This design comes from an exercise in tuning for small area, a short achievable clock period and few clock cycles per item on the open sky130 flow, not from production work. Function was checked by simulation only, so behaviour that the tests miss may differ from the original. No activity file was given, so power comes from the tool's default toggle rates.

<file path="design/flow/flow/run.sh">
#!/bin/bash
# The standard layout, with the port buffers made from the smallest plain
# buffer instead of the delay buffer buffer_ports picks by default; the
# resizer upsizes them where timing or slew needs it.
set -euo pipefail
export BUFFER_PORTS_ARGS="-buffer_cell sky130_fd_sc_hd__buf_1"
bash standard.sh finish > standard.log 2>&1
</file>
<file path="design/flow/standard.sh">
#!/bin/bash
# synth_recipe.tcl (not shown) runs the flow's synth.tcl, then flattens the netlist and writes it again
# the make line also repeats each setting of config.mk as NAME=value (left out here)
make -C /OpenROAD-flow-scripts/flow DESIGN_CONFIG=/design/flow/config.mk WORK_HOME=/design/flow/orfs CLKGATE_MAP_FILE= SYNTH_SCRIPT=/design/flow/synth_recipe.tcl "${@:-finish}"
</file>
<file path="design/flow/config.mk">
export PLATFORM = sky130hd
export DESIGN_NAME = codec2_frame_encoder
export DESIGN_NICKNAME = codec2_frame_encoder
export VERILOG_FILES = /design/flow/design.v
export SDC_FILE = /design/flow/constraint.sdc
export NUM_CORES = 4
export LEC_CHECK = 0
export ABC_AREA = 1
export CAP_MARGIN = 20
export CORE_MARGIN = 2
export CORE_UTILIZATION = 40
export SETUP_SLACK_MARGIN = 5
export SLEW_MARGIN = 20
</file>
<file path="design/flow/constraint.sdc">
create_clock -name core_clock -period 8.0 [get_ports {clk}]
set_input_delay 1.6000 -clock core_clock [delete_from_list [all_inputs] [get_ports {clk}]]
set_output_delay 1.6000 -clock core_clock [all_outputs]
set_load 0.01 [all_outputs]
</file>
<file path="design/flow/design.v">
package lsp_pkg;
	typedef logic [16-1:0] lsp_t;
	typedef logic [$clog2(16)-1:0] lsp_index_t;
	function automatic lsp_t lsp_codebook(input int row, input int entry);
		lsp_codebook = 16'hffff;
		case (row)
			0:
				case (entry)
					0: lsp_codebook = 800;
					1: lsp_codebook = 1000;
					2: lsp_codebook = 1200;
					3: lsp_codebook = 1400;
					4: lsp_codebook = 1600;
					5: lsp_codebook = 1800;
					6: lsp_codebook = 2000;
					7: lsp_codebook = 2200;
					8: lsp_codebook = 2400;
					9: lsp_codebook = 2600;
					10: lsp_codebook = 2800;
					11: lsp_codebook = 3000;
					12: lsp_codebook = 3200;
					13: lsp_codebook = 3400;
					14: lsp_codebook = 3600;
					15: lsp_codebook = 3800;
					default: lsp_codebook = 16'hffff;
				endcase
			1:
				case (entry)
					0: lsp_codebook = 1600;
					1: lsp_codebook = 1900;
					2: lsp_codebook = 2200;
					3: lsp_codebook = 2500;
					4: lsp_codebook = 2800;
					5: lsp_codebook = 3100;
					6: lsp_codebook = 3400;
					7: lsp_codebook = 3700;
					8: lsp_codebook = 4000;
					9: lsp_codebook = 4300;
					10: lsp_codebook = 4600;
					11: lsp_codebook = 4900;
					12: lsp_codebook = 5200;
					13: lsp_codebook = 5500;
					14: lsp_codebook = 5800;
					15: lsp_codebook = 6100;
					default: lsp_codebook = 16'hffff;
				endcase
			2:
				case (entry)
					0: lsp_codebook = 3000;
					1: lsp_codebook = 3400;
					2: lsp_codebook = 3800;
					3: lsp_codebook = 4200;
					4: lsp_codebook = 4600;
					5: lsp_codebook = 5000;
					6: lsp_codebook = 5400;
					7: lsp_codebook = 5800;
					8: lsp_codebook = 6200;
					9: lsp_codebook = 6600;
					10: lsp_codebook = 7000;
					11: lsp_codebook = 7400;
					12: lsp_codebook = 7800;
					13: lsp_codebook = 8200;
					14: lsp_codebook = 8600;
					15: lsp_codebook = 9000;
					default: lsp_codebook = 16'hffff;
				endcase
			3:
				case (entry)
					0: lsp_codebook = 4000;
					1: lsp_codebook = 4500;
					2: lsp_codebook = 5000;
					3: lsp_codebook = 5500;
					4: lsp_codebook = 6000;
					5: lsp_codebook = 6500;
					6: lsp_codebook = 7000;
					7: lsp_codebook = 7500;
					8: lsp_codebook = 8000;
					9: lsp_codebook = 8500;
					10: lsp_codebook = 9000;
					11: lsp_codebook = 9500;
					12: lsp_codebook = 10000;
					13: lsp_codebook = 10500;
					14: lsp_codebook = 11000;
					15: lsp_codebook = 11500;
					default: lsp_codebook = 16'hffff;
				endcase
			4:
				case (entry)
					0: lsp_codebook = 6000;
					1: lsp_codebook = 6600;
					2: lsp_codebook = 7200;
					3: lsp_codebook = 7800;
					4: lsp_codebook = 8400;
					5: lsp_codebook = 9000;
					6: lsp_codebook = 9600;
					7: lsp_codebook = 10200;
					8: lsp_codebook = 10800;
					9: lsp_codebook = 11400;
					10: lsp_codebook = 12000;
					11: lsp_codebook = 12600;
					12: lsp_codebook = 13200;
					13: lsp_codebook = 13800;
					14: lsp_codebook = 14400;
					15: lsp_codebook = 15000;
					default: lsp_codebook = 16'hffff;
				endcase
			5:
				case (entry)
					0: lsp_codebook = 8000;
					1: lsp_codebook = 8700;
					2: lsp_codebook = 9400;
					3: lsp_codebook = 10100;
					4: lsp_codebook = 10800;
					5: lsp_codebook = 11500;
					6: lsp_codebook = 12200;
					7: lsp_codebook = 12900;
					8: lsp_codebook = 13600;
					9: lsp_codebook = 14300;
					10: lsp_codebook = 15000;
					11: lsp_codebook = 15700;
					12: lsp_codebook = 16400;
					13: lsp_codebook = 17100;
					14: lsp_codebook = 17800;
					15: lsp_codebook = 18500;
					default: lsp_codebook = 16'hffff;
				endcase
			6:
				case (entry)
					0: lsp_codebook = 10000;
					1: lsp_codebook = 10800;
					2: lsp_codebook = 11600;
					3: lsp_codebook = 12400;
					4: lsp_codebook = 13200;
					5: lsp_codebook = 14000;
					6: lsp_codebook = 14800;
					7: lsp_codebook = 15600;
					8: lsp_codebook = 16400;
					9: lsp_codebook = 17200;
					10: lsp_codebook = 18000;
					11: lsp_codebook = 18800;
					12: lsp_codebook = 19600;
					13: lsp_codebook = 20400;
					14: lsp_codebook = 21200;
					15: lsp_codebook = 22000;
					default: lsp_codebook = 16'hffff;
				endcase
			7:
				case (entry)
					0: lsp_codebook = 14000;
					1: lsp_codebook = 15200;
					2: lsp_codebook = 16400;
					3: lsp_codebook = 17600;
					4: lsp_codebook = 18800;
					5: lsp_codebook = 20000;
					6: lsp_codebook = 21200;
					7: lsp_codebook = 22400;
					default: lsp_codebook = 16'hffff;
				endcase
			8:
				case (entry)
					0: lsp_codebook = 18000;
					1: lsp_codebook = 19500;
					2: lsp_codebook = 21000;
					3: lsp_codebook = 22500;
					4: lsp_codebook = 24000;
					5: lsp_codebook = 25500;
					6: lsp_codebook = 27000;
					7: lsp_codebook = 28500;
					default: lsp_codebook = 16'hffff;
				endcase
			9:
				case (entry)
					0: lsp_codebook = 24000;
					1: lsp_codebook = 28000;
					2: lsp_codebook = 32000;
					3: lsp_codebook = 36000;
					default: lsp_codebook = 16'hffff;
				endcase
			default: lsp_codebook = 16'hffff;
		endcase
	endfunction
	function automatic int lsp_cb_size(input int row);
		if (row < 7)
			lsp_cb_size = 16;
		else if (row < 9)
			lsp_cb_size = 8;
		else
			lsp_cb_size = 4;
	endfunction
	function automatic int lsp_index_bits(input int row);
		if (row < 7)
			lsp_index_bits = 4;
		else if (row < 9)
			lsp_index_bits = 3;
		else
			lsp_index_bits = 2;
	endfunction
endpackage
package frame_pkg;
	typedef enum logic [1:0]
	{
		IDLE,
		QUANT,
		DONE
	} enc_state_t;
	typedef logic [48-1:0] frame_bits_t;
	typedef logic [8-1:0] woe_index_t;
endpackage
module lsp_lane0
(
	input  logic [15:0] value,
	output logic [3:0] gray
);
	logic n21, n22, n23, n24, n25, n26, n27,
		n28, n29, n30, n31, n32, n33, n34, n35,
		n36, n37, n38, n39, n40, n41, n42, n43,
		n44, n45, n46, n47, n48, n49, n50, n51,
		n52, n53, n54, n55, n56, n57, n58, n59,
		n60, n61, n62, n63, n64, n65, n66, n67,
		n68, n69, n70, n71, n72, n73, n74, n76,
		n77, n78, n79, n80, n81, n82, n83, n84,
		n85, n86, n87, n88, n89, n90, n91, n92,
		n93, n94, n96, n97, n98, n99, n100,
		n101, n102, n104, n105, n106, n107;
	assign n21 = ~value[8] & ~value[9];
	assign n22 = ~value[0] & ~value[1];
	assign n23 = value[2] & ~n22;
	assign n24 = ~value[3] & ~n23;
	assign n25 = ~value[4] & n24;
	assign n26 = value[5] & ~n25;
	assign n27 = ~value[6] & ~value[8];
	assign n28 = ~n26 & n27;
	assign n29 = ~value[7] & ~value[8];
	assign n30 = value[9] & ~n29;
	assign n31 = value[4] & ~n24;
	assign n32 = ~value[5] & ~n31;
	assign n33 = ~value[6] & n32;
	assign n34 = ~value[7] & n33;
	assign n35 = ~n30 & ~n34;
	assign n36 = ~n28 & ~n35;
	assign n37 = ~n21 & ~n36;
	assign n38 = ~value[12] & ~value[13];
	assign n39 = ~value[14] & ~value[15];
	assign n40 = n38 & n39;
	assign n41 = ~value[11] & n40;
	assign n42 = n25 & n33;
	assign n43 = value[7] & value[8];
	assign n44 = ~n42 & n43;
	assign n45 = ~value[10] & ~n44;
	assign n46 = n41 & ~n45;
	assign n47 = ~n37 & n46;
	assign n48 = value[6] & value[7];
	assign n49 = n26 & n48;
	assign n50 = n21 & ~n49;
	assign n51 = value[5] & n31;
	assign n52 = value[6] & value[9];
	assign n53 = n51 & n52;
	assign n54 = value[11] & n40;
	assign n55 = value[10] & n54;
	assign n56 = ~n30 & n55;
	assign n57 = ~n53 & n56;
	assign n58 = ~n50 & n57;
	assign n59 = ~value[6] & n29;
	assign n60 = ~n51 & n59;
	assign n61 = value[8] & n52;
	assign n62 = ~n32 & n61;
	assign n63 = value[6] & n43;
	assign n64 = ~value[9] & ~n63;
	assign n65 = ~value[5] & ~value[9];
	assign n66 = n25 & n65;
	assign n67 = ~n64 & ~n66;
	assign n68 = ~n62 & n67;
	assign n69 = ~n60 & ~n68;
	assign n70 = ~value[10] & n54;
	assign n71 = value[9] & n43;
	assign n72 = n70 & ~n71;
	assign n73 = ~n69 & n72;
	assign n74 = ~n58 & ~n73;
	assign gray[0] = n47 | ~n74;
	assign n76 = value[3] & n23;
	assign n77 = ~value[4] & ~n76;
	assign n78 = ~value[5] & n77;
	assign n79 = value[6] & ~n78;
	assign n80 = ~value[7] & n21;
	assign n81 = ~n79 & n80;
	assign n82 = value[5] & ~n77;
	assign n83 = n61 & n82;
	assign n84 = value[10] & n41;
	assign n85 = ~n71 & n84;
	assign n86 = ~n83 & n85;
	assign n87 = ~n81 & n86;
	assign n88 = n27 & n78;
	assign n89 = n30 & n70;
	assign n90 = ~n88 & n89;
	assign n91 = n43 & n82;
	assign n92 = n55 & n64;
	assign n93 = ~n91 & n92;
	assign n94 = ~n90 & ~n93;
	assign gray[1] = n87 | ~n94;
	assign n96 = value[4] & n76;
	assign n97 = n65 & ~n96;
	assign n98 = n54 & n97;
	assign n99 = n60 & n98;
	assign n100 = ~n64 & n84;
	assign n101 = ~n97 & n100;
	assign n102 = ~n70 & ~n101;
	assign gray[2] = n99 | ~n102;
	assign n104 = n49 & n96;
	assign n105 = ~value[10] & n21;
	assign n106 = n40 & n105;
	assign n107 = ~n104 & n106;
	assign gray[3] = ~n41 & ~n107;
endmodule
module lsp_lane1
(
	input  logic [15:0] value,
	output logic [3:0] gray
);
	logic n21, n22, n23, n24, n25, n26, n27,
		n28, n29, n30, n31, n32, n33, n34, n35,
		n36, n37, n38, n39, n40, n41, n42, n43,
		n44, n45, n46, n47, n48, n49, n50, n51,
		n52, n53, n54, n55, n56, n57, n58, n59,
		n60, n61, n62, n63, n64, n65, n66, n67,
		n68, n69, n70, n71, n72, n73, n74, n75,
		n76, n77, n78, n80, n81, n82, n83, n84,
		n85, n86, n87, n88, n89, n90, n91, n92,
		n93, n94, n95, n96, n97, n98, n99,
		n100, n101, n102, n103, n105, n106, n107,
		n108, n109, n110, n111, n112, n113, n114,
		n115, n116, n117, n119, n120, n121, n122,
		n123;
	assign n21 = value[0] & value[1];
	assign n22 = value[2] & n21;
	assign n23 = value[3] & n22;
	assign n24 = value[4] & value[6];
	assign n25 = value[7] & n24;
	assign n26 = value[5] & ~value[10];
	assign n27 = ~n25 & ~n26;
	assign n28 = n23 & ~n27;
	assign n29 = value[5] & value[6];
	assign n30 = value[7] & n29;
	assign n31 = value[4] & value[5];
	assign n32 = ~value[10] & n31;
	assign n33 = ~n30 & ~n32;
	assign n34 = ~value[6] & ~value[7];
	assign n35 = ~value[10] & ~n34;
	assign n36 = n33 & ~n35;
	assign n37 = ~n28 & n36;
	assign n38 = value[8] & ~n37;
	assign n39 = value[9] & ~n38;
	assign n40 = value[7] & value[9];
	assign n41 = ~value[10] & n40;
	assign n42 = ~value[3] & ~n22;
	assign n43 = ~value[5] & ~value[6];
	assign n44 = ~value[4] & n43;
	assign n45 = n42 & n44;
	assign n46 = n41 & ~n45;
	assign n47 = n38 & ~n46;
	assign n48 = ~value[13] & ~value[14];
	assign n49 = ~value[15] & n48;
	assign n50 = ~value[12] & n49;
	assign n51 = value[11] & n50;
	assign n52 = ~n47 & n51;
	assign n53 = ~n39 & n52;
	assign n54 = value[8] & value[9];
	assign n55 = n23 & n31;
	assign n56 = value[10] & n34;
	assign n57 = ~n55 & n56;
	assign n58 = n54 & ~n57;
	assign n59 = ~value[11] & n49;
	assign n60 = value[12] & n59;
	assign n61 = ~n23 & n44;
	assign n62 = n41 & ~n61;
	assign n63 = n60 & ~n62;
	assign n64 = ~n58 & n63;
	assign n65 = n25 & ~n42;
	assign n66 = ~value[8] & ~n30;
	assign n67 = ~n65 & n66;
	assign n68 = value[9] & value[10];
	assign n69 = ~value[12] & n68;
	assign n70 = n59 & n69;
	assign n71 = ~n67 & n70;
	assign n72 = ~n64 & ~n71;
	assign n73 = ~n25 & n42;
	assign n74 = ~n33 & ~n73;
	assign n75 = ~value[8] & ~value[9];
	assign n76 = ~n35 & n75;
	assign n77 = ~n74 & n76;
	assign n78 = ~n72 & ~n77;
	assign gray[0] = n53 | n78;
	assign n80 = ~value[2] & ~n21;
	assign n81 = ~value[3] & n80;
	assign n82 = n31 & ~n81;
	assign n83 = ~value[6] & ~n82;
	assign n84 = value[7] & ~n83;
	assign n85 = n75 & ~n84;
	assign n86 = value[10] & ~n85;
	assign n87 = ~value[4] & n81;
	assign n88 = ~value[7] & ~value[8];
	assign n89 = n43 & n88;
	assign n90 = ~value[9] & ~value[10];
	assign n91 = n89 & n90;
	assign n92 = n87 & n91;
	assign n93 = n51 & ~n92;
	assign n94 = ~n86 & n93;
	assign n95 = n29 & ~n87;
	assign n96 = ~value[7] & ~n95;
	assign n97 = value[8] & ~n96;
	assign n98 = n90 & ~n97;
	assign n99 = value[4] & ~n81;
	assign n100 = n89 & ~n99;
	assign n101 = n68 & ~n100;
	assign n102 = n60 & ~n101;
	assign n103 = ~n98 & n102;
	assign gray[1] = n94 | n103;
	assign n105 = ~value[10] & n60;
	assign n106 = value[3] & ~n80;
	assign n107 = n24 & n106;
	assign n108 = ~value[10] & ~n29;
	assign n109 = n88 & n108;
	assign n110 = ~n107 & n109;
	assign n111 = n51 & ~n90;
	assign n112 = ~n110 & n111;
	assign n113 = ~n105 & ~n112;
	assign n114 = ~value[6] & ~n106;
	assign n115 = ~value[11] & n54;
	assign n116 = ~n114 & n115;
	assign n117 = n84 & n116;
	assign gray[2] = ~n113 & ~n117;
	assign n119 = ~value[7] & n44;
	assign n120 = ~n106 & n119;
	assign n121 = value[10] & value[11];
	assign n122 = n54 & n121;
	assign n123 = ~n120 & n122;
	assign gray[3] = ~n50 | n123;
endmodule
module lsp_lane2
(
	input  logic [15:0] value,
	output logic [3:0] gray
);
	logic n21, n22, n23, n24, n25, n26, n27,
		n28, n29, n30, n31, n32, n33, n34, n35,
		n36, n37, n38, n39, n40, n41, n42, n43,
		n44, n45, n46, n47, n48, n49, n50, n51,
		n52, n53, n54, n55, n56, n57, n58, n59,
		n60, n61, n62, n63, n64, n65, n66, n67,
		n68, n69, n70, n71, n72, n73, n74, n75,
		n76, n78, n79, n80, n81, n82, n83, n84,
		n85, n86, n87, n88, n89, n90, n91, n92,
		n93, n94, n95, n96, n97, n99, n100,
		n101, n102, n103, n104, n105, n106, n107,
		n109, n110, n111, n112, n113;
	assign n21 = ~value[14] & ~value[15];
	assign n22 = ~value[10] & ~value[11];
	assign n23 = ~value[12] & value[13];
	assign n24 = n22 & n23;
	assign n25 = n21 & n24;
	assign n26 = ~value[0] & ~value[1];
	assign n27 = ~value[2] & ~value[3];
	assign n28 = n26 & n27;
	assign n29 = ~value[4] & n28;
	assign n30 = value[5] & ~n29;
	assign n31 = value[6] & n30;
	assign n32 = ~value[7] & ~value[8];
	assign n33 = ~n31 & n32;
	assign n34 = value[9] & ~n33;
	assign n35 = n25 & ~n34;
	assign n36 = value[7] & value[8];
	assign n37 = n31 & n36;
	assign n38 = ~value[9] & ~n37;
	assign n39 = value[10] & ~n38;
	assign n40 = ~value[5] & n29;
	assign n41 = value[6] & ~n40;
	assign n42 = value[7] & value[9];
	assign n43 = n41 & n42;
	assign n44 = value[8] & value[9];
	assign n45 = ~value[10] & ~n44;
	assign n46 = ~n43 & n45;
	assign n47 = value[12] & ~n46;
	assign n48 = ~n39 & n47;
	assign n49 = ~value[6] & n40;
	assign n50 = ~value[7] & ~value[9];
	assign n51 = n49 & n50;
	assign n52 = ~value[10] & ~n51;
	assign n53 = value[11] & value[12];
	assign n54 = ~value[6] & ~n30;
	assign n55 = ~value[9] & n32;
	assign n56 = n54 & n55;
	assign n57 = n53 & ~n56;
	assign n58 = ~n52 & n57;
	assign n59 = ~value[8] & ~value[9];
	assign n60 = value[7] & value[10];
	assign n61 = ~n49 & n60;
	assign n62 = n59 & ~n61;
	assign n63 = value[7] & n44;
	assign n64 = ~n54 & n63;
	assign n65 = value[10] & value[11];
	assign n66 = ~n53 & ~n65;
	assign n67 = ~n64 & ~n66;
	assign n68 = ~n62 & n67;
	assign n69 = ~n58 & ~n68;
	assign n70 = ~n48 & n69;
	assign n71 = ~value[13] & n21;
	assign n72 = n41 & n44;
	assign n73 = ~n63 & ~n72;
	assign n74 = n58 & n73;
	assign n75 = n71 & ~n74;
	assign n76 = ~n70 & n75;
	assign gray[0] = n35 | n76;
	assign n78 = value[12] & n71;
	assign n79 = value[4] & ~n28;
	assign n80 = ~value[5] & ~n79;
	assign n81 = value[6] & ~n80;
	assign n82 = n55 & ~n81;
	assign n83 = ~value[11] & ~n82;
	assign n84 = ~value[6] & n80;
	assign n85 = n42 & ~n84;
	assign n86 = n46 & ~n85;
	assign n87 = ~n83 & ~n86;
	assign n88 = ~n22 & ~n87;
	assign n89 = n78 & ~n88;
	assign n90 = n32 & n84;
	assign n91 = value[9] & n65;
	assign n92 = n71 & n91;
	assign n93 = ~n90 & n92;
	assign n94 = value[7] & n81;
	assign n95 = n25 & n59;
	assign n96 = ~n94 & n95;
	assign n97 = ~n93 & ~n96;
	assign gray[1] = n89 | ~n97;
	assign n99 = value[5] & n79;
	assign n100 = ~value[6] & ~value[9];
	assign n101 = ~n99 & n100;
	assign n102 = ~n59 & ~n101;
	assign n103 = n22 & ~n36;
	assign n104 = ~n102 & n103;
	assign n105 = ~n50 & n65;
	assign n106 = n102 & n105;
	assign n107 = n78 & ~n106;
	assign gray[2] = ~n104 & n107;
	assign n109 = ~value[7] & ~n99;
	assign n110 = value[10] & value[12];
	assign n111 = ~n109 & n110;
	assign n112 = ~n73 & n111;
	assign n113 = ~n53 & n71;
	assign gray[3] = n112 | ~n113;
endmodule
module lsp_lane3
(
	input  logic [15:0] value,
	output logic [3:0] gray
);
	logic n21, n22, n23, n24, n25, n26, n27,
		n28, n29, n30, n31, n32, n33, n34, n35,
		n36, n37, n38, n39, n40, n41, n42, n43,
		n44, n45, n46, n47, n48, n49, n50, n51,
		n52, n53, n54, n55, n56, n57, n58, n59,
		n60, n61, n62, n63, n64, n65, n66, n67,
		n68, n69, n70, n71, n72, n73, n74, n76,
		n77, n78, n79, n80, n81, n82, n83, n84,
		n85, n86, n87, n88, n89, n90, n91, n92,
		n93, n94, n95, n96, n97, n98, n99,
		n100, n102, n103, n104, n105, n106, n107,
		n108, n109, n110, n111, n112, n114, n115,
		n116, n117, n118, n119;
	assign n21 = ~value[7] & ~value[8];
	assign n22 = ~value[9] & n21;
	assign n23 = value[0] & value[1];
	assign n24 = ~value[2] & ~n23;
	assign n25 = value[3] & ~n24;
	assign n26 = ~value[4] & ~n25;
	assign n27 = value[11] & ~n26;
	assign n28 = value[5] & value[6];
	assign n29 = n27 & n28;
	assign n30 = n22 & ~n29;
	assign n31 = value[4] & n25;
	assign n32 = ~value[6] & ~value[11];
	assign n33 = ~n31 & n32;
	assign n34 = ~value[5] & ~value[8];
	assign n35 = ~value[9] & n34;
	assign n36 = n33 & n35;
	assign n37 = value[10] & ~n36;
	assign n38 = ~value[3] & n24;
	assign n39 = ~value[4] & ~value[6];
	assign n40 = n38 & n39;
	assign n41 = value[10] & n40;
	assign n42 = n36 & ~n41;
	assign n43 = ~n37 & ~n42;
	assign n44 = ~n30 & n43;
	assign n45 = value[4] & value[6];
	assign n46 = ~n38 & n45;
	assign n47 = ~n28 & ~n46;
	assign n48 = value[11] & ~n47;
	assign n49 = value[10] & ~n48;
	assign n50 = n30 & n49;
	assign n51 = ~n44 & ~n50;
	assign n52 = ~value[14] & ~value[15];
	assign n53 = ~value[13] & n52;
	assign n54 = value[12] & n53;
	assign n55 = ~value[5] & ~value[6];
	assign n56 = ~n40 & ~n55;
	assign n57 = ~value[12] & value[13];
	assign n58 = n52 & n57;
	assign n59 = ~value[11] & n58;
	assign n60 = ~value[7] & n59;
	assign n61 = ~n56 & n60;
	assign n62 = ~n54 & ~n61;
	assign n63 = ~n51 & ~n62;
	assign n64 = ~n27 & n55;
	assign n65 = ~n33 & ~n64;
	assign n66 = n22 & ~n65;
	assign n67 = value[5] & value[7];
	assign n68 = value[8] & n67;
	assign n69 = value[9] & value[11];
	assign n70 = n68 & n69;
	assign n71 = n46 & n70;
	assign n72 = ~value[10] & n58;
	assign n73 = ~n71 & n72;
	assign n74 = ~n66 & n73;
	assign gray[0] = n63 | n74;
	assign n76 = n34 & ~n58;
	assign n77 = ~n21 & ~n76;
	assign n78 = value[2] & n23;
	assign n79 = value[3] & n78;
	assign n80 = n39 & ~n79;
	assign n81 = ~n55 & n58;
	assign n82 = n21 & ~n81;
	assign n83 = ~n80 & ~n82;
	assign n84 = ~n77 & ~n83;
	assign n85 = value[9] & ~n84;
	assign n86 = ~value[10] & ~n85;
	assign n87 = value[11] & ~n86;
	assign n88 = ~n54 & ~n58;
	assign n89 = ~n54 & n68;
	assign n90 = ~value[9] & ~n89;
	assign n91 = n21 & ~n28;
	assign n92 = ~n54 & n91;
	assign n93 = n45 & n79;
	assign n94 = n54 & ~n91;
	assign n95 = ~n93 & ~n94;
	assign n96 = ~n92 & n95;
	assign n97 = ~n90 & ~n96;
	assign n98 = value[11] & ~n97;
	assign n99 = n86 & ~n98;
	assign n100 = ~n88 & ~n99;
	assign gray[1] = ~n87 & n100;
	assign n102 = value[9] & value[10];
	assign n103 = ~value[3] & ~n78;
	assign n104 = value[4] & ~n103;
	assign n105 = n21 & ~n104;
	assign n106 = n102 & ~n105;
	assign n107 = ~n91 & n106;
	assign n108 = ~value[11] & ~n107;
	assign n109 = n54 & ~n108;
	assign n110 = ~n55 & n102;
	assign n111 = n59 & ~n110;
	assign n112 = ~n106 & n111;
	assign gray[2] = n109 | n112;
	assign n114 = ~value[4] & n103;
	assign n115 = value[6] & ~n114;
	assign n116 = n91 & ~n115;
	assign n117 = value[11] & value[12];
	assign n118 = n102 & n117;
	assign n119 = ~n116 & n118;
	assign gray[3] = ~n53 | n119;
endmodule
module lsp_lane4
(
	input  logic [15:0] value,
	output logic [3:0] gray
);
	logic n21, n22, n23, n24, n25, n26, n27,
		n28, n29, n30, n31, n32, n33, n34, n35,
		n36, n37, n38, n39, n40, n41, n42, n43,
		n44, n45, n46, n47, n48, n49, n50, n51,
		n52, n53, n54, n55, n56, n57, n58, n59,
		n60, n61, n62, n63, n64, n65, n66, n67,
		n68, n69, n70, n71, n72, n73, n74, n75,
		n76, n77, n78, n79, n80, n81, n82, n84,
		n85, n86, n87, n88, n89, n90, n91, n92,
		n93, n94, n95, n96, n97, n98, n99,
		n100, n101, n102, n103, n104, n105, n106,
		n107, n108, n109, n111, n112, n113, n114,
		n115, n116, n117, n118, n119, n120, n121,
		n123, n124, n125, n126, n127, n128;
	assign n21 = ~value[14] & ~value[15];
	assign n22 = value[12] & n21;
	assign n23 = ~value[5] & value[13];
	assign n24 = value[6] & value[8];
	assign n25 = ~n23 & n24;
	assign n26 = value[11] & ~n25;
	assign n27 = value[5] & ~value[13];
	assign n28 = ~value[0] & ~value[1];
	assign n29 = value[2] & ~n28;
	assign n30 = value[3] & n29;
	assign n31 = ~value[4] & ~n30;
	assign n32 = ~n27 & n31;
	assign n33 = ~n26 & ~n32;
	assign n34 = value[7] & value[8];
	assign n35 = value[11] & ~n34;
	assign n36 = ~value[8] & ~value[10];
	assign n37 = ~value[5] & ~value[6];
	assign n38 = ~value[7] & n37;
	assign n39 = n36 & n38;
	assign n40 = ~n35 & ~n39;
	assign n41 = ~value[10] & ~value[13];
	assign n42 = value[10] & value[13];
	assign n43 = ~value[9] & ~n42;
	assign n44 = ~n41 & n43;
	assign n45 = ~n40 & n44;
	assign n46 = ~n33 & n45;
	assign n47 = ~value[8] & ~value[9];
	assign n48 = value[4] & n30;
	assign n49 = ~n23 & n48;
	assign n50 = ~value[6] & ~n27;
	assign n51 = ~n49 & n50;
	assign n52 = value[7] & ~n51;
	assign n53 = n47 & ~n52;
	assign n54 = value[10] & value[11];
	assign n55 = value[11] & ~value[13];
	assign n56 = ~n42 & ~n55;
	assign n57 = ~n54 & ~n56;
	assign n58 = ~n53 & n57;
	assign n59 = ~n46 & ~n58;
	assign n60 = n22 & ~n59;
	assign n61 = value[5] & value[9];
	assign n62 = ~n48 & ~n61;
	assign n63 = n24 & ~n62;
	assign n64 = value[9] & ~n35;
	assign n65 = ~value[10] & ~n64;
	assign n66 = ~n63 & n65;
	assign n67 = value[5] & value[7];
	assign n68 = ~n31 & n67;
	assign n69 = value[6] & value[7];
	assign n70 = ~value[8] & ~n69;
	assign n71 = ~n68 & n70;
	assign n72 = value[9] & value[10];
	assign n73 = ~value[11] & n72;
	assign n74 = ~n71 & n73;
	assign n75 = value[13] & n21;
	assign n76 = ~value[12] & n75;
	assign n77 = ~value[9] & ~value[10];
	assign n78 = ~value[11] & n67;
	assign n79 = n77 & ~n78;
	assign n80 = n76 & ~n79;
	assign n81 = ~n74 & n80;
	assign n82 = ~n66 & n81;
	assign gray[0] = n60 | n82;
	assign n84 = ~value[3] & ~n29;
	assign n85 = value[4] & ~n84;
	assign n86 = value[5] & n85;
	assign n87 = n69 & n86;
	assign n88 = n36 & ~n87;
	assign n89 = n55 & ~n77;
	assign n90 = n22 & n89;
	assign n91 = ~n88 & n90;
	assign n92 = n38 & ~n85;
	assign n93 = value[8] & value[9];
	assign n94 = ~n92 & n93;
	assign n95 = value[12] & ~n94;
	assign n96 = ~value[5] & ~n85;
	assign n97 = value[6] & ~n96;
	assign n98 = ~value[7] & n47;
	assign n99 = ~n97 & n98;
	assign n100 = value[10] & ~n99;
	assign n101 = ~n95 & n100;
	assign n102 = ~value[11] & n75;
	assign n103 = ~n101 & n102;
	assign n104 = ~n91 & ~n103;
	assign n105 = ~value[6] & ~n86;
	assign n106 = n34 & ~n105;
	assign n107 = ~value[9] & ~n106;
	assign n108 = n54 & n76;
	assign n109 = ~n107 & n108;
	assign gray[1] = ~n104 | n109;
	assign n111 = ~value[4] & n84;
	assign n112 = value[5] & ~n111;
	assign n113 = value[6] & n112;
	assign n114 = ~value[7] & n36;
	assign n115 = ~n113 & n114;
	assign n116 = ~value[6] & ~n112;
	assign n117 = n34 & n72;
	assign n118 = ~n116 & n117;
	assign n119 = ~n77 & ~n118;
	assign n120 = ~n115 & n119;
	assign n121 = ~n104 & ~n120;
	assign gray[2] = n76 | n121;
	assign n123 = n38 & n111;
	assign n124 = value[8] & ~n123;
	assign n125 = n77 & ~n124;
	assign n126 = value[11] & ~n125;
	assign n127 = ~value[12] & ~n126;
	assign n128 = value[13] & ~n127;
	assign gray[3] = ~n21 | n128;
endmodule
module lsp_lane5
(
	input  logic [15:0] value,
	output logic [3:0] gray
);
	logic n21, n22, n23, n24, n25, n26, n27,
		n28, n29, n30, n31, n32, n33, n34, n35,
		n36, n37, n38, n39, n40, n41, n42, n43,
		n44, n45, n46, n47, n48, n49, n50, n51,
		n52, n53, n54, n55, n56, n57, n58, n59,
		n60, n61, n62, n63, n64, n65, n66, n67,
		n68, n69, n70, n71, n72, n73, n74, n75,
		n76, n77, n78, n79, n80, n81, n82, n83,
		n84, n85, n86, n87, n88, n89, n91, n92,
		n93, n94, n95, n96, n97, n98, n99,
		n100, n101, n102, n103, n104, n105, n106,
		n107, n108, n109, n110, n111, n112, n113,
		n114, n115, n116, n117, n118, n120, n121,
		n122, n123, n124, n125, n126, n127, n129,
		n130, n131, n132, n133;
	assign n21 = ~value[9] & ~value[10];
	assign n22 = ~value[8] & n21;
	assign n23 = value[5] & value[6];
	assign n24 = value[0] & value[1];
	assign n25 = ~value[2] & ~n24;
	assign n26 = ~value[3] & n25;
	assign n27 = value[6] & ~n26;
	assign n28 = value[4] & n27;
	assign n29 = ~n23 & ~n28;
	assign n30 = value[7] & ~n29;
	assign n31 = n22 & ~n30;
	assign n32 = value[11] & ~n31;
	assign n33 = ~value[5] & ~value[6];
	assign n34 = value[2] & n24;
	assign n35 = value[3] & n34;
	assign n36 = value[4] & n35;
	assign n37 = n33 & ~n36;
	assign n38 = value[7] & ~n37;
	assign n39 = n22 & ~n38;
	assign n40 = value[9] & value[10];
	assign n41 = ~value[3] & ~n34;
	assign n42 = value[4] & ~n41;
	assign n43 = ~value[7] & ~value[8];
	assign n44 = n33 & n43;
	assign n45 = ~n42 & n44;
	assign n46 = n40 & ~n45;
	assign n47 = ~n39 & ~n46;
	assign n48 = ~n32 & ~n47;
	assign n49 = n23 & n36;
	assign n50 = n43 & ~n49;
	assign n51 = n48 & ~n50;
	assign n52 = value[8] & value[9];
	assign n53 = value[7] & n52;
	assign n54 = n23 & n53;
	assign n55 = n42 & n54;
	assign n56 = ~value[10] & value[11];
	assign n57 = ~n55 & n56;
	assign n58 = value[12] & ~n22;
	assign n59 = ~value[4] & n41;
	assign n60 = ~value[7] & n21;
	assign n61 = ~value[6] & n60;
	assign n62 = ~value[5] & n61;
	assign n63 = n59 & n62;
	assign n64 = n58 & ~n63;
	assign n65 = ~n57 & n64;
	assign n66 = ~n51 & n65;
	assign n67 = ~value[14] & ~value[15];
	assign n68 = value[13] & n67;
	assign n69 = ~value[4] & ~n35;
	assign n70 = n23 & ~n69;
	assign n71 = n60 & ~n70;
	assign n72 = ~value[11] & ~value[12];
	assign n73 = ~value[13] & value[14];
	assign n74 = ~value[15] & n73;
	assign n75 = n72 & n74;
	assign n76 = ~n71 & n75;
	assign n77 = ~n22 & n76;
	assign n78 = ~n68 & ~n77;
	assign n79 = n33 & n69;
	assign n80 = n53 & ~n79;
	assign n81 = n57 & ~n80;
	assign n82 = ~n48 & ~n81;
	assign n83 = value[7] & n23;
	assign n84 = ~n59 & n83;
	assign n85 = ~value[8] & ~n84;
	assign n86 = n76 & n85;
	assign n87 = ~value[12] & ~n86;
	assign n88 = ~n82 & n87;
	assign n89 = ~n78 & ~n88;
	assign gray[0] = ~n66 & n89;
	assign n91 = n32 & n40;
	assign n92 = value[3] & ~n25;
	assign n93 = ~value[4] & ~n92;
	assign n94 = ~value[5] & n93;
	assign n95 = value[6] & ~n94;
	assign n96 = n43 & ~n95;
	assign n97 = n91 & ~n96;
	assign n98 = ~value[10] & ~value[11];
	assign n99 = ~n53 & n98;
	assign n100 = ~n23 & ~n92;
	assign n101 = n52 & ~n100;
	assign n102 = ~n29 & n101;
	assign n103 = n99 & ~n102;
	assign n104 = ~value[12] & ~n103;
	assign n105 = ~n97 & n104;
	assign n106 = value[4] & value[5];
	assign n107 = n92 & n106;
	assign n108 = n61 & ~n107;
	assign n109 = value[11] & n58;
	assign n110 = ~n108 & n109;
	assign n111 = ~n105 & ~n110;
	assign n112 = n68 & ~n111;
	assign n113 = value[5] & ~n93;
	assign n114 = ~value[6] & n43;
	assign n115 = ~n113 & n114;
	assign n116 = value[10] & ~n115;
	assign n117 = ~n40 & n75;
	assign n118 = ~n116 & n117;
	assign gray[1] = n112 | n118;
	assign n120 = ~n26 & n106;
	assign n121 = ~value[6] & ~value[8];
	assign n122 = ~n120 & n121;
	assign n123 = value[12] & ~n43;
	assign n124 = ~n122 & n123;
	assign n125 = n91 & n124;
	assign n126 = ~value[12] & ~n32;
	assign n127 = n68 & ~n126;
	assign gray[2] = ~n125 & n127;
	assign n129 = ~n27 & n98;
	assign n130 = ~n95 & n129;
	assign n131 = value[12] & value[13];
	assign n132 = ~n99 & n131;
	assign n133 = ~n130 & n132;
	assign gray[3] = ~n67 | n133;
endmodule
module lsp_lane6
(
	input  logic [15:0] value,
	output logic [3:0] gray
);
	logic n21, n22, n23, n24, n25, n26, n27,
		n28, n29, n30, n31, n32, n33, n34, n35,
		n36, n37, n38, n39, n40, n41, n42, n43,
		n44, n45, n46, n47, n48, n49, n50, n51,
		n52, n53, n54, n55, n56, n57, n58, n59,
		n60, n61, n62, n63, n64, n65, n66, n67,
		n68, n69, n70, n71, n72, n73, n74, n75,
		n76, n77, n78, n79, n80, n81, n82, n83,
		n84, n85, n86, n87, n89, n90, n91, n92,
		n93, n94, n95, n97, n98, n99, n100,
		n101, n102, n104, n105, n106, n107, n108,
		n109;
	assign n21 = ~value[13] & value[14];
	assign n22 = value[8] & value[11];
	assign n23 = value[9] & n22;
	assign n24 = ~value[0] & ~value[1];
	assign n25 = ~value[2] & ~value[3];
	assign n26 = ~value[4] & n25;
	assign n27 = n24 & n26;
	assign n28 = ~value[5] & n27;
	assign n29 = ~value[6] & n28;
	assign n30 = ~value[7] & n29;
	assign n31 = n23 & ~n30;
	assign n32 = value[10] & value[11];
	assign n33 = ~n31 & ~n32;
	assign n34 = value[6] & ~n28;
	assign n35 = value[7] & n34;
	assign n36 = ~value[10] & ~n35;
	assign n37 = value[13] & ~value[14];
	assign n38 = ~n36 & n37;
	assign n39 = ~n33 & n38;
	assign n40 = ~n21 & ~n39;
	assign n41 = ~value[10] & ~value[11];
	assign n42 = ~value[8] & ~value[9];
	assign n43 = ~value[11] & n42;
	assign n44 = ~n35 & n43;
	assign n45 = ~n41 & ~n44;
	assign n46 = value[12] & ~value[15];
	assign n47 = n37 & n46;
	assign n48 = n45 & n47;
	assign n49 = n40 & ~n48;
	assign n50 = ~n40 & n45;
	assign n51 = value[5] & ~n27;
	assign n52 = ~value[6] & ~n51;
	assign n53 = ~value[7] & n52;
	assign n54 = value[8] & ~value[9];
	assign n55 = value[10] & n54;
	assign n56 = n53 & n55;
	assign n57 = value[6] & n51;
	assign n58 = ~value[7] & ~n57;
	assign n59 = value[10] & n42;
	assign n60 = ~n23 & ~n59;
	assign n61 = ~n58 & ~n60;
	assign n62 = n46 & ~n61;
	assign n63 = ~n56 & n62;
	assign n64 = ~n50 & n63;
	assign n65 = ~n49 & n64;
	assign n66 = value[9] & value[10];
	assign n67 = value[8] & n66;
	assign n68 = value[11] & ~n67;
	assign n69 = n37 & n68;
	assign n70 = ~n53 & n66;
	assign n71 = n68 & ~n70;
	assign n72 = n21 & ~n71;
	assign n73 = ~n69 & ~n72;
	assign n74 = ~value[9] & ~value[10];
	assign n75 = ~n22 & n74;
	assign n76 = value[7] & ~n43;
	assign n77 = ~n52 & n76;
	assign n78 = n75 & ~n77;
	assign n79 = value[13] & n66;
	assign n80 = ~value[11] & n67;
	assign n81 = ~n79 & ~n80;
	assign n82 = value[7] & ~n81;
	assign n83 = n57 & n82;
	assign n84 = ~value[12] & ~value[15];
	assign n85 = ~n83 & n84;
	assign n86 = ~n78 & n85;
	assign n87 = ~n73 & n86;
	assign gray[0] = n65 | n87;
	assign n89 = n34 & ~n43;
	assign n90 = n75 & ~n76;
	assign n91 = ~n89 & n90;
	assign n92 = n65 & n91;
	assign n93 = n50 & n84;
	assign n94 = ~value[11] & n47;
	assign n95 = ~n93 & ~n94;
	assign gray[1] = n92 | ~n95;
	assign n97 = ~value[8] & n30;
	assign n98 = value[9] & ~n97;
	assign n99 = n41 & ~n98;
	assign n100 = n47 & ~n99;
	assign n101 = n21 & n84;
	assign n102 = n33 & n101;
	assign gray[2] = n100 | n102;
	assign n104 = value[7] & ~n29;
	assign n105 = ~value[8] & ~n104;
	assign n106 = value[11] & value[12];
	assign n107 = n79 & n106;
	assign n108 = ~n105 & n107;
	assign n109 = ~value[14] & ~value[15];
	assign gray[3] = n108 | ~n109;
endmodule
module lsp_lane7
(
	input  logic [15:0] value,
	output logic [3:0] gray
);
	logic n22, n23, n24, n25, n26, n27, n28,
		n29, n30, n31, n32, n33, n34, n35, n36,
		n37, n38, n39, n40, n41, n42, n43, n44,
		n45, n46, n47, n48, n49, n50, n51, n52,
		n53, n54, n55, n56, n57, n58, n59, n60,
		n61, n63, n64, n65, n66, n67, n68, n69,
		n70, n71, n72, n73, n74, n76, n77, n78,
		n79, n80, n81, n82;
	assign n22 = ~value[13] & ~value[15];
	assign n23 = value[11] & value[12];
	assign n24 = value[14] & ~n23;
	assign n25 = n22 & n24;
	assign n26 = ~value[0] & ~value[1];
	assign n27 = ~value[2] & n26;
	assign n28 = value[3] & ~n27;
	assign n29 = ~value[4] & ~n28;
	assign n30 = value[5] & ~n29;
	assign n31 = value[6] & n30;
	assign n32 = ~value[7] & ~value[8];
	assign n33 = ~n31 & n32;
	assign n34 = value[9] & ~n33;
	assign n35 = ~value[5] & n29;
	assign n36 = value[8] & value[9];
	assign n37 = value[6] & value[7];
	assign n38 = n36 & n37;
	assign n39 = ~n35 & n38;
	assign n40 = ~value[10] & ~n39;
	assign n41 = ~value[11] & n40;
	assign n42 = ~n34 & n41;
	assign n43 = ~value[6] & ~value[7];
	assign n44 = ~value[9] & n43;
	assign n45 = ~n30 & n44;
	assign n46 = ~value[8] & ~value[9];
	assign n47 = value[10] & ~n46;
	assign n48 = ~n45 & n47;
	assign n49 = value[12] & ~n48;
	assign n50 = value[11] & ~n40;
	assign n51 = ~n49 & ~n50;
	assign n52 = ~n42 & n51;
	assign n53 = n25 & ~n52;
	assign n54 = ~value[10] & n44;
	assign n55 = n35 & n54;
	assign n56 = ~value[10] & n46;
	assign n57 = ~value[14] & ~value[15];
	assign n58 = value[13] & n23;
	assign n59 = n57 & n58;
	assign n60 = ~n56 & n59;
	assign n61 = ~n55 & n60;
	assign gray[0] = n53 | n61;
	assign n63 = value[4] & n28;
	assign n64 = value[5] & n63;
	assign n65 = value[6] & n64;
	assign n66 = ~value[7] & n56;
	assign n67 = ~n65 & n66;
	assign n68 = value[12] & ~n67;
	assign n69 = n25 & ~n68;
	assign n70 = ~value[6] & ~n64;
	assign n71 = value[7] & ~n70;
	assign n72 = ~value[9] & ~n71;
	assign n73 = n47 & n59;
	assign n74 = ~n72 & n73;
	assign gray[1] = n69 | n74;
	assign n76 = ~value[5] & n43;
	assign n77 = ~n63 & n76;
	assign n78 = value[10] & n36;
	assign n79 = ~n77 & n78;
	assign n80 = ~value[11] & ~value[12];
	assign n81 = n22 & n80;
	assign n82 = ~n79 & n81;
	assign gray[2] = ~n57 & ~n82;
	assign gray[3] = 1'b0;
endmodule
module lsp_lane8
(
	input  logic [15:0] value,
	output logic [3:0] gray
);
	logic n22, n23, n24, n25, n26, n27, n28,
		n29, n30, n31, n32, n33, n34, n35, n36,
		n37, n38, n39, n40, n41, n42, n43, n44,
		n45, n46, n47, n48, n49, n50, n51, n52,
		n53, n54, n55, n56, n57, n58, n59, n60,
		n62, n63, n64, n65, n66, n67, n68, n69,
		n70, n71, n72, n73, n74, n75, n76, n77,
		n78, n79, n80, n81, n82, n84, n85, n86,
		n87, n88, n89, n90, n91;
	assign n22 = value[7] & value[13];
	assign n23 = ~value[8] & ~value[9];
	assign n24 = ~n22 & n23;
	assign n25 = value[4] & value[13];
	assign n26 = value[0] & value[1];
	assign n27 = value[2] & n26;
	assign n28 = ~n25 & ~n27;
	assign n29 = ~value[4] & ~value[13];
	assign n30 = value[5] & ~n29;
	assign n31 = ~value[3] & ~n25;
	assign n32 = n30 & ~n31;
	assign n33 = ~n28 & n32;
	assign n34 = ~value[6] & ~value[9];
	assign n35 = ~n33 & n34;
	assign n36 = ~n24 & ~n35;
	assign n37 = ~value[7] & ~value[13];
	assign n38 = value[8] & ~n37;
	assign n39 = ~value[11] & ~value[13];
	assign n40 = value[11] & value[13];
	assign n41 = ~n39 & ~n40;
	assign n42 = ~value[10] & n41;
	assign n43 = ~n38 & n42;
	assign n44 = ~n36 & n43;
	assign n45 = ~value[3] & n28;
	assign n46 = value[6] & ~n37;
	assign n47 = n30 & n46;
	assign n48 = ~n45 & n47;
	assign n49 = n24 & ~n48;
	assign n50 = value[10] & ~n41;
	assign n51 = ~n49 & n50;
	assign n52 = value[11] & value[12];
	assign n53 = value[12] & ~value[13];
	assign n54 = ~value[12] & value[13];
	assign n55 = ~value[11] & ~n54;
	assign n56 = ~n53 & n55;
	assign n57 = value[14] & ~value[15];
	assign n58 = ~n56 & n57;
	assign n59 = ~n52 & n58;
	assign n60 = ~n51 & n59;
	assign gray[0] = ~n44 & n60;
	assign n62 = ~value[2] & ~n26;
	assign n63 = value[3] & ~n62;
	assign n64 = ~value[5] & ~n63;
	assign n65 = ~value[3] & n62;
	assign n66 = value[4] & ~n65;
	assign n67 = ~value[5] & ~n66;
	assign n68 = ~n64 & ~n67;
	assign n69 = ~value[6] & ~value[7];
	assign n70 = ~n68 & n69;
	assign n71 = value[9] & value[10];
	assign n72 = value[8] & n71;
	assign n73 = ~n70 & n72;
	assign n74 = value[11] & ~n53;
	assign n75 = ~n73 & n74;
	assign n76 = ~value[4] & ~value[6];
	assign n77 = n64 & n76;
	assign n78 = value[7] & ~n77;
	assign n79 = ~value[8] & ~n78;
	assign n80 = value[13] & n71;
	assign n81 = ~n79 & n80;
	assign n82 = n58 & ~n81;
	assign gray[1] = ~n75 & n82;
	assign n84 = value[6] & value[7];
	assign n85 = ~n67 & n84;
	assign n86 = ~value[8] & ~n85;
	assign n87 = value[9] & ~n86;
	assign n88 = ~value[10] & ~n87;
	assign n89 = n52 & ~n88;
	assign n90 = ~value[13] & ~n89;
	assign n91 = value[14] & ~n90;
	assign gray[2] = value[15] | n91;
	assign gray[3] = 1'b0;
endmodule
module lsp_lane9
(
	input  logic [15:0] value,
	output logic [3:0] gray
);
	logic n22, n23, n24, n25, n26, n27, n28,
		n29, n30, n31, n32, n33, n34, n35, n36,
		n37, n38, n39, n40, n41, n42, n43, n44,
		n45, n47, n48, n49, n50, n51, n52, n53;
	assign n22 = value[9] & value[10];
	assign n23 = ~value[11] & ~n22;
	assign n24 = ~value[12] & n23;
	assign n25 = ~value[0] & ~value[1];
	assign n26 = ~value[2] & ~value[3];
	assign n27 = n25 & n26;
	assign n28 = value[4] & ~n27;
	assign n29 = ~value[5] & ~n28;
	assign n30 = ~value[6] & n29;
	assign n31 = value[8] & value[10];
	assign n32 = value[7] & n31;
	assign n33 = ~n30 & n32;
	assign n34 = n24 & ~n33;
	assign n35 = value[13] & value[14];
	assign n36 = ~value[15] & n35;
	assign n37 = ~n34 & n36;
	assign n38 = value[6] & value[7];
	assign n39 = value[10] & n38;
	assign n40 = ~n29 & n39;
	assign n41 = ~value[13] & ~value[14];
	assign n42 = value[15] & n41;
	assign n43 = ~n31 & n42;
	assign n44 = n24 & n43;
	assign n45 = ~n40 & n44;
	assign gray[0] = n37 | n45;
	assign n47 = value[5] & n28;
	assign n48 = ~value[6] & ~value[7];
	assign n49 = ~n47 & n48;
	assign n50 = n31 & ~n49;
	assign n51 = n23 & ~n50;
	assign n52 = value[12] & n35;
	assign n53 = ~n51 & n52;
	assign gray[1] = value[15] | n53;
	assign gray[2] = 1'b0;
	assign gray[3] = 1'b0;
endmodule
module lsp_scalar_quantizer
#(
	parameter int unsigned lane_num = 0
)
(
	input  lsp_pkg::lsp_t value,
	output lsp_pkg::lsp_index_t gray
);
	case (lane_num)
		0: begin : g_l0 lsp_lane0 u_lane (.value(value), .gray(gray)); end
		1: begin : g_l1 lsp_lane1 u_lane (.value(value), .gray(gray)); end
		2: begin : g_l2 lsp_lane2 u_lane (.value(value), .gray(gray)); end
		3: begin : g_l3 lsp_lane3 u_lane (.value(value), .gray(gray)); end
		4: begin : g_l4 lsp_lane4 u_lane (.value(value), .gray(gray)); end
		5: begin : g_l5 lsp_lane5 u_lane (.value(value), .gray(gray)); end
		6: begin : g_l6 lsp_lane6 u_lane (.value(value), .gray(gray)); end
		7: begin : g_l7 lsp_lane7 u_lane (.value(value), .gray(gray)); end
		8: begin : g_l8 lsp_lane8 u_lane (.value(value), .gray(gray)); end
		9: begin : g_l9 lsp_lane9 u_lane (.value(value), .gray(gray)); end
		default: begin : g_none assign gray = '0; end
	endcase
endmodule
module frame_packer
(
	input  logic [10*16-1:0] lsp_in,
	input  logic voiced_first,
	input  logic voiced_second,
	input  frame_pkg::woe_index_t woe_index,
	output frame_pkg::frame_bits_t frame_word
);
	localparam int iw = $clog2(16);
	logic [10*iw-1:0] lane_gray;
	for (genvar g = 0; g < 10; g++)
	begin : g_lane
		lsp_scalar_quantizer #(.lane_num(g)) u_quant
		(
			.value (lsp_in[g*16 +: 16]),
			.gray (lane_gray[g*iw +: iw])
		);
	end
	always_comb
	begin
		int pos;
		frame_word = '0;
		frame_word[48-1] = voiced_first;
		frame_word[48-2] = voiced_second;
		frame_word[48-3 -: 8] = woe_index ^ (woe_index >> 1);
		pos = 48 - 2 - 8;
		for (int l = 0; l < 10; l++)
		begin
			pos = pos - lsp_pkg::lsp_index_bits(l);
			for (int b = 0; b < lsp_pkg::lsp_index_bits(l); b++)
				frame_word[pos + b] = lane_gray[l*iw + b];
		end
	end
endmodule
module codec2_frame_encoder
(
	input  logic clk,
	input  logic rst,
	input  logic start,
	input  logic [10*16-1:0] lsp_in,
	input  logic voiced_first,
	input  logic voiced_second,
	input  frame_pkg::woe_index_t woe_index,
	output frame_pkg::frame_bits_t encoded_bits,
	output logic done_frame
);
	logic busy;
	logic accept;
	frame_pkg::frame_bits_t frame_word;
	frame_pkg::frame_bits_t word_q;
	assign accept = start && !busy;
	frame_packer u_packer
	(
		.lsp_in (lsp_in),
		.voiced_first (voiced_first),
		.voiced_second (voiced_second),
		.woe_index (woe_index),
		.frame_word (frame_word)
	);
	always_ff @(posedge clk or negedge rst)
	begin
		if (!rst)
		begin
			busy <= 1'b0;
			done_frame <= 1'b0;
			word_q <= '0;
		end
		else
		begin
			busy <= accept;
			if (accept)
				done_frame <= 1'b1;
			if (accept)
				word_q <= frame_word;
		end
	end
	assign encoded_bits = word_q;
endmodule
</file>
==> results of run 1 <==
[registers in the layout (all words and copies together) (netlist names)]
| signal | cells |
|---|---|
| busy | 1 |
| done_frame | 1 |
| word_q | 46 |
[cell families after synthesis]
| family | share of synthesized area |
|---|---|
| and+or+nand+nor | 0.4290 |
| xor gates and xnor gates | 0.01371 |
| DFF | 0.2349 |
| AOI/OAI and AO/OA | 0.2078 |
| other | 0.0007335 |
| buffers and inverters | 0.1138 |
[final cells by class]
type / count / area [um2] / area share
multi-input cells: 686 / 3341 / 0.5333
flip-flops and latches: 48 / 1201 / 0.1917
repair buffers: 221 / 845.8 / 0.1350
inverters: 130 / 490.5 / 0.07829
well taps: 172 / 215.2 / 0.03435
clock buffers: 5 / 125.1 / 0.01997
clock inverters: 3 / 46.29 / 0.007390
[worst max-delay path: cells and delay by family]
family                 cells  cell delay [ps]
buffers and inverters      4              650
AOI/OAI and AO/OA          2              200
and+or+nand+nor            4              500
[through the flow]
stage	power [mW]	utilization
global route	0.8529	0.4985
floorplan	0.4409	-
finish	0.7924	0.4985
CTS	0.8016	0.4982
global placement	0.5546	0.4840
detailed placement	0.5532	0.4840
[worst min-delay path by stage]
| stage | startpoint | end | slack [ps] | depth (start not counted) |
|---|---|---|---|---|
| 3_3_place_gp | done_frame | done_frame | 460 | 1 |
| 5_1_grt | done_frame | done_frame | 490 | 1 |
| 4_1_cts | done_frame | done_frame | 480 | 1 |
| 6_report | done_frame | done_frame | 470 | 1 |
| 3_5_place_dp | done_frame | done_frame | 460 | 1 |
| 2_1_floorplan | word_q[45] | word_q[45] | 510 | 2 |
[layer usage]
layer  track usage  up-vias  part of all wire
met1        0.3103     2806              0.46
met3       0.02163       30             0.065
met4       0.06118        0             0.018
met2        0.3769      262              0.46
li1              -     3356                 -
met5             0        -                 0
[cells in the final DEF, fill, tap and decap left out, types with 5 or more instances in the layout]
cell type,count
sky130_fd_sc_hd__a31oi_1,12
sky130_fd_sc_hd__inv_1,116
sky130_fd_sc_hd__dfrtp_1,48
sky130_fd_sc_hd__a21oi_1,57
sky130_fd_sc_hd__nor4_1,6
sky130_fd_sc_hd__o21ai_1,18
sky130_fd_sc_hd__o211ai_1,15
sky130_fd_sc_hd__inv_2,13
sky130_fd_sc_hd__clkbuf_16,5
sky130_fd_sc_hd__o21ai_0,41
sky130_fd_sc_hd__nand2_1,229
sky130_fd_sc_hd__nand3b_1,6
sky130_fd_sc_hd__nand2_2,5
sky130_fd_sc_hd__o31ai_1,5
sky130_fd_sc_hd__nand4_1,20
sky130_fd_sc_hd__xnor2_1,7
sky130_fd_sc_hd__nor3_1,20
sky130_fd_sc_hd__nor2_2,9
sky130_fd_sc_hd__nand3_1,91
sky130_fd_sc_hd__buf_1,218
sky130_fd_sc_hd__nor2_1,98
[power by group through the flow]
stage	combinational [mW]	clock, mW	sequential, mW
after global routing	0.299	0.262	0.292
final	0.261	0.241	0.290
after CTS	0.261	0.251	0.289
after floorplan	0.140	0	0.301
after global placement	0.260	0	0.295
after detailed placement	0.259	0	0.294
==> out/summary.log, run 1 <==
qor: run_status.run_status finished clean
qor: clock_tree.cts.repair_timing.setup_buffer_count 0
qor: synth.synth-warning-count 2
qor: sta.min_period_over_period 0.3459
qor: global_routing.grt_util_all_layers 0.2247
qor: sta.final-setup-viol-count 0
qor: worst_setup_path.cpPeakStageDelay 280 ps
qor: sta.worst-slew-pin-transition 637.1 ps
qor: min_path.hold_class register to register
qor: worst_setup_path.category_of_the_worst_setup_path_launch_point primary input
qor: sta.finalWorstSetupSlack 5233 ps
qor: floorplan.floorplan.io_pins 222
qor: sta.finalHoldWorstSlack 472.5 ps
qor: floorplan.die_x 117.1 um
qor: synth.synth_cell_type_count 50
qor: route.antenna_left 0
qor: global_routing.globalRouteOverflowTotal 0
qor: global_routing.grt_antenna_before_repair 0
qor: placed_design.gp_congestion 0.9534
qor: power_and_ir_drop.clockPowerShare 0.305
qor: worst_setup_path.cp-startpoint start
qor: sta.crit_path_time_final 2767 ps
qor: worst_setup_path.critPathArrivalTime 2980 ps
qor: power_and_ir_drop.max-vdd-ir-drop 87.22 uV
qor: power_and_ir_drop.switching_power 284.6 uW
qor: floorplan.die_area 13700 um2
qor: global_routing.grt_first_pass_wirelength 25340 um
qor: sta.skew 2.408 ps
qor: clock_tree.numCtsBuffers 5
qor: placed_design.port_buffers 219
qor: clock_tree.post_cts.resized_instances 2
qor: placed_design.detailed_place_hpwl 12980 um
qor: finish.drive_above_1_share 0.05306
qor: finish.instances_no_fill 1265
qor: synth.synth.yosys.seq_area_share 0.2349
qor: clock_tree.tritoncts_clock_tree built
qor: placed_design.cell_count_post_placement 1257
qor: finish.final_design_area_no_fill 6265 um2
qor: worst_setup_path.cp_max_fo 48
qor: worst_setup_path.cp.required 8220 ps
qor: worst_setup_path.worstReg2RegStart busy
qor: synth.yosys-top-cells-count 229 x sky130_fd_sc_hd__nand2_1, 116 x sky130_fd_sc_hd__inv_1, 99 x sky130_fd_sc_hd__nor2_1, 91 x sky130_fd_sc_hd__nand3_1, 57 x sky130_fd_sc_hd__a21oi_1
qor: clock_tree.ctsHoldBuffers 0
qor: job.cap_violations 0
qor: clock_tree.clock_tree.root_cell sky130_fd_sc_hd__clkbuf_16
qor: synth.postSynthRegisterBits 48
qor: worst_setup_path.ff2ff_path_depth 8
qor: route.violation_count_after_the_first_detailed_route_iteration 463
qor: global_routing.largest_net_degree_at_the_start_of_global_routing 49
qor: worst_setup_path.critPathMostFrequentCell sky130_fd_sc_hd__nor2_1
qor: route.route.detailed.wl_per_inst 12.65 um
qor: worst_setup_path.end_kind register
qor: route.vias_per_cell 5.102
qor: route.drt-total-wl 16000 um
qor: floorplan.floorplan.initialDensity 0.4068
qor: synth.synth.most_common_cell sky130_fd_sc_hd__nand2_1
qor: synth.async_flop_share 1.000
qor: clock_tree.cts_max_path_buffers 2
qor: power_and_ir_drop.power.share.sequential 0.366
qor: power_and_ir_drop.p_sw_frac 0.3592
qor: sta.relSlewSlack 0.5753
qor: route.detailroute.via_count 6454
qor: power_and_ir_drop.comb_power_share 0.330
qor: worst_setup_path.cp_cell_sequence buf_1 -> inv_1 -> nor2_4 -> buf_8 -> inv_4 -> nor2_1 -> nand3_1 -> nor2_1 -> o21ai_0 -> o21ai_1
qor: power_and_ir_drop.p_int 507.7 uW
qor: finish.n_antenna_cell 0
qor: clock_tree.h-tree-depth 2
qor: worst_setup_path.criticalPathCategory primary input to register
qor: sta.rsz_0062_raised_after_global_routing false
qor: floorplan.core_area 12570 um2
qor: synth.synthCells 880
qor: floorplan.floorplan.rows 41
qor: placed_design.placed_cell_area 6083 um2
qor: finish.filler_cell_count 1378
qor: synth.netlist_top_cells_area sky130_fd_sc_hd__dfrtp_1 23%, sky130_fd_sc_hd__nand2_1 17%, sky130_fd_sc_hd__nand3_1 8.9%, sky130_fd_sc_hd__inv_1 8.5%, sky130_fd_sc_hd__nor2_1 7.3%
qor: global_routing.grt_pass1_vias 5722
qor: clock_tree.clk_transition_reported_paths 70 ps
qor: route.firstDrtPassIters 6
qor: floorplan.die_h 117.1 um
qor: synth.mean_cell_area_of_the_mapped_netlist 5.810 um2
qor: sta.fmax 0.3613 GHz
qor: power_and_ir_drop.pwr_density_cell 126.5 nW/um2
qor: power_and_ir_drop.p_leak 2.888 nW
qor: worst_setup_path.reg2reg_setup_slack 6250 ps
qor: sta.report.final.slew_viol_count 0
qor: finish.flow.area_growth_from_synthesis 22.54%
qor: worst_setup_path.cp-endpoint word_q[4]
qor: placed_design.place_ws 4529 ps
qor: synth.synth_top_area_share 0.2349
qor: sta.setup_total_negative_slack 0 ps
qor: finish.final_net_count 1265
qor: clock_tree.clock_insertion_delay_worst_skew 290 ps
qor: synth.synth_flop_cell sky130_fd_sc_hd__dfrtp_1
qor: route.drc 0
qor: synth.post_synth_instance_area 5112 um2
qor: worst_setup_path.rr_endpoint word_q[4]
qor: synth.synth_edf_count 0
qor: worst_setup_path.critical_path.slowest_cell sky130_fd_sc_hd__buf_8
qor: synth.post-synth-top-area-cell sky130_fd_sc_hd__dfrtp_1
qor: sta.hold_violations 0
qor: clock_tree.cts_sinks 48
Testbench counts, summed over its fixed seeds: cycles 776, frames 384.
==> inputs of run 2 (changes only) <==
--- a/design/flow/config.mk
+++ b/design/flow/config.mk
@@ -5,7 +5,6 @@
 export SDC_FILE = /design/flow/constraint.sdc
 export NUM_CORES = 4
 export LEC_CHECK = 0
-export ABC_AREA = 1
 export CAP_MARGIN = 20
 export CORE_MARGIN = 2
 export CORE_UTILIZATION = 40
==> run 2 against run 1 <==
Net effect:
- still clean on timing, DRC and antenna
- sequential share of layout area about the same
- cell count decreased by 14%
- total power shrank 0.30%
- synthesized cell count decreased by 15%
- area after synthesis grew 2.4%
- wire length increased by 4.6%
- hold slack lost 8.2 ps
- setup slack got worse by 170 ps
- via count up 1.3%
- largest cell class unchanged
- highest routed layer unchanged
==> out/summary.log, run 2 <==
qor: clock_tree.tritoncts_clock_tree built
qor: finish.largest_register_ff_count 46
qor: min_path.hold_class register to register
qor: global_routing.grt_util_all_layers 0.2266
qor: power_and_ir_drop.finalPower 790.0 uW
qor: clock_tree.clk_transition_reported_paths 60 ps
qor: finish.final_net_count 1087
qor: sta.worst-slew-pin-transition 777.4 ps
qor: synth.async_flop_share 1.000
qor: synth.synth_cell_type_count 78
qor: worst_setup_path.criticalPathCategory primary input to register
qor: route.route.detailed.wl_per_inst 15.41 um
qor: route.antenna_left 0
qor: worst_setup_path.cp.required 8210 ps
qor: synth.netlist_top_cells_area sky130_fd_sc_hd__dfrtp_1 23%, sky130_fd_sc_hd__nand2_1 6.2%, sky130_fd_sc_hd__a21oi_1 5.8%, sky130_fd_sc_hd__nor2_1 5.4%, sky130_fd_sc_hd__o21ai_0 4.9%
qor: route.violation_count_after_the_first_detailed_route_iteration 742
qor: finish.drive_above_1_share 0.03825
qor: synth.yosys-top-cells-count 87 x sky130_fd_sc_hd__nand2_1, 75 x sky130_fd_sc_hd__nor2_1, 61 x sky130_fd_sc_hd__a21oi_1, 54 x sky130_fd_sc_hd__clkbuf_1, 51 x sky130_fd_sc_hd__o21ai_0
qor: sta.final-setup-viol-count 0
qor: finish.filler_cell_count 1356
qor: route.detailroute.via_count 6541
qor: global_routing.grt_pass1_vias 5579
qor: finish.n_antenna_cell 0
qor: route.drc 0
qor: global_routing.largest_net_degree_at_the_start_of_global_routing 66
qor: finish.reg_top3 word_q (46), busy (1), done_frame (1)
qor: worst_setup_path.critPathArrivalTime 3140 ps
qor: floorplan.die_h 118.4 um
qor: floorplan.floorplan.initialDensity 0.4116
qor: finish.top_register word_q
qor: power_and_ir_drop.p_leak 2.174 nW
qor: worst_setup_path.end_kind register
qor: worst_setup_path.category_of_the_worst_setup_path_launch_point primary input
qor: route.firstDrtPassIters 5
qor: synth.synth_edf_count 0
qor: placed_design.cell_count_post_placement 1079
qor: floorplan.core_area 12720 um2
qor: sta.min_period_over_period 0.3671
qor: synth.synthCells 748
qor: synth.mean_cell_area_of_the_mapped_netlist 7.000 um2
qor: clock_tree.cts_max_path_buffers 2
qor: global_routing.grt_antenna_before_repair 0
qor: synth.synth-warning-count 2
qor: clock_tree.clock_insertion_delay_worst_skew 290 ps
qor: sta.fmax 0.3406 GHz
qor: synth.synth_top_area_share 0.2294
qor: floorplan.floorplan.rows 41
qor: sta.setup_total_negative_slack 0 ps
qor: finish.instances_no_fill 1087
qor: floorplan.die_x 118.4 um
qor: worst_setup_path.cp_max_fo 4
qor: job.cap_violations 0
qor: placed_design.port_buffers 219
qor: clock_tree.h-tree-depth 2
qor: synth.synth_flop_cell sky130_fd_sc_hd__dfrtp_1
qor: clock_tree.cts_sinks 48
qor: power_and_ir_drop.pwr_density_cell 126.4 nW/um2
qor: run_status.run_status finished clean
qor: sta.report.final.slew_viol_count 0
qor: sta.relSlewSlack 0.4769
qor: sta.crit_path_time_final 2936 ps
qor: global_routing.grt_first_pass_wirelength 27180 um
qor: finish.flow.area_growth_from_synthesis 19.38%
qor: sta.rsz_0062_raised_after_global_routing true
qor: floorplan.floorplan.io_pins 222
qor: placed_design.detailed_place_hpwl 12420 um
qor: clock_tree.clock_tree.root_cell sky130_fd_sc_hd__clkbuf_16
qor: synth.post-synth-top-area-cell sky130_fd_sc_hd__dfrtp_1
qor: route.drt-total-wl 16750 um
qor: sta.hold_violations 0
qor: global_routing.globalRouteOverflowTotal 0
qor: sta.skew 4.967 ps
qor: power_and_ir_drop.max-vdd-ir-drop 126.8 uV
qor: finish.commonest_non_fill_non_tap_cell_in_the_layout sky130_fd_sc_hd__buf_1
qor: placed_design.gp_congestion 0.9251
qor: synth.post_synth_instance_area 5236 um2
qor: synth.synth.most_common_cell sky130_fd_sc_hd__nand2_1
qor: placed_design.placed_cell_area 6046 um2
qor: floorplan.die_area 14020 um2
qor: finish.most_frequent_cells_in_the_layout 215 x sky130_fd_sc_hd__buf_1, 87 x sky130_fd_sc_hd__nand2_1, 75 x sky130_fd_sc_hd__nor2_1
qor: clock_tree.numCtsBuffers 5
qor: route.vias_per_cell 6.017
qor: synth.synth.yosys.seq_area_share 0.2294
qor: synth.postSynthRegisterBits 48
qor: clock_tree.ctsHoldBuffers 0
qor: finish.final_design_area_no_fill 6251 um2
## run 2: final cells by class
cell class,instances,area (um2),share of cell area
Inverter,12,46.29,0.007406
Tap cell,172,215.2,0.03443
Clock buffer,6,138.9,0.02222
Multi-Input combinational cell,625,3757,0.6011
Sequential cell,48,1201,0.1922
Timing Repair Buffer,222,853.3,0.1365
Clock inverter,2,38.79,0.006205
## run 2: through the flow
| step | util | hold slack (ps) | worst slack (ps) |
|---|---|---|---|
| floorplan | - | 504.1 | 4933 |
| global placement | 0.4752 | 449.5 | 4720 |
| detailed placement | 0.4752 | 455.8 | 4669 |
| CTS | 0.4893 | 474.8 | 5038 |
| global route | 0.4913 | 480.2 | 4955 |
| finish | 0.4913 | 464.3 | 5064 |
## run 2: worst paths after layout
path	from	to	slack (ps)	cells after the start
setup / recovery	lsp_in[30]	word_q[30]	5060	6
hold / removal	done_frame	done_frame	460	1
setup reg to reg	busy	word_q[10]	6130	7
hold reg to reg	done_frame	done_frame	460	1
max in group asynchronous	rst	done_frame	6120	2
min in group asynchronous	rst	word_q[25]	1420	2
## run 2: cells by family (layout without fill, tap and decap cells)
family,after synthesis,in the layout,synth area share
other,1,2,0.0007162
muxes,5,5,0.009558
AOI/OAI and AO/OA,285,285,0.3711
buffers and inverters,76,242,0.05902
xor gates and xnor gates,9,9,0.01505
and+or+nand+nor,322,322,0.3114
DFF,48,48,0.2294
adders and majority gates,2,2,0.003823
## run 2: report_power, final
part / switching (mW) / total [mW] / internal [mW] / leakage [nW]
Clock: 0.0953 / 0.252 / 0.157 / 0.0871
Sequential: 0.0141 / 0.280 / 0.266 / 0.590
Combinational: 0.167 / 0.258 / 0.0901 / 1.50
Total: 0.277 / 0.790 / 0.513 / 2.17
## run 2: repair_timing
item | in CTS | in global routing
buffers inserted | 0 | 0
resized for setup | 1 | 7
setup endpoints to repair | 1 | 6
gates cloned | 0 | 0
## run 2: critical path: stages
cell                       delay [ps]
sky130_fd_sc_hd__buf_1             80
sky130_fd_sc_hd__nor4_1           690
sky130_fd_sc_hd__o311ai_0         290
sky130_fd_sc_hd__a21oi_1          210
sky130_fd_sc_hd__a31oi_1           70
sky130_fd_sc_hd__a21oi_1          200
## run 2: per-layer routing
| layer | track usage | vias up | wire (um) |
|---|---|---|---|
| met3 | 0.03523 | 29 | 1206 |
| li1 | - | 3205 | - |
| met4 | 0.04167 | 0 | 225 |
| met5 | 0 | - | 0 |
| met1 | 0.3236 | 3005 | 7534 |
| met2 | 0.3645 | 302 | 7781 |

[port drivers added, routing unchanged]
The flow's constraints put no driver on any port. The routed layouts listed below were extracted and timed again, unchanged, in two steps. Step 1: set_driving_cell puts a clkbuf_16 on clk and a buf_2 on each other input, an assumption about the parent block. Step 2 also shifts input and output timing later by t, the mid clock arrival at the registers, as if the neighbouring blocks saw the same clock. a / b / c = no drivers / after step 1 / after step 2; a / b = the first two.
run	t, ns	slack for setup (ns)
run 1	0.318	5.233 / 5.245 / 4.927
run 2	0.323	5.064 / 5.079 / 4.756
After both steps setup and hold are still met in every run listed.
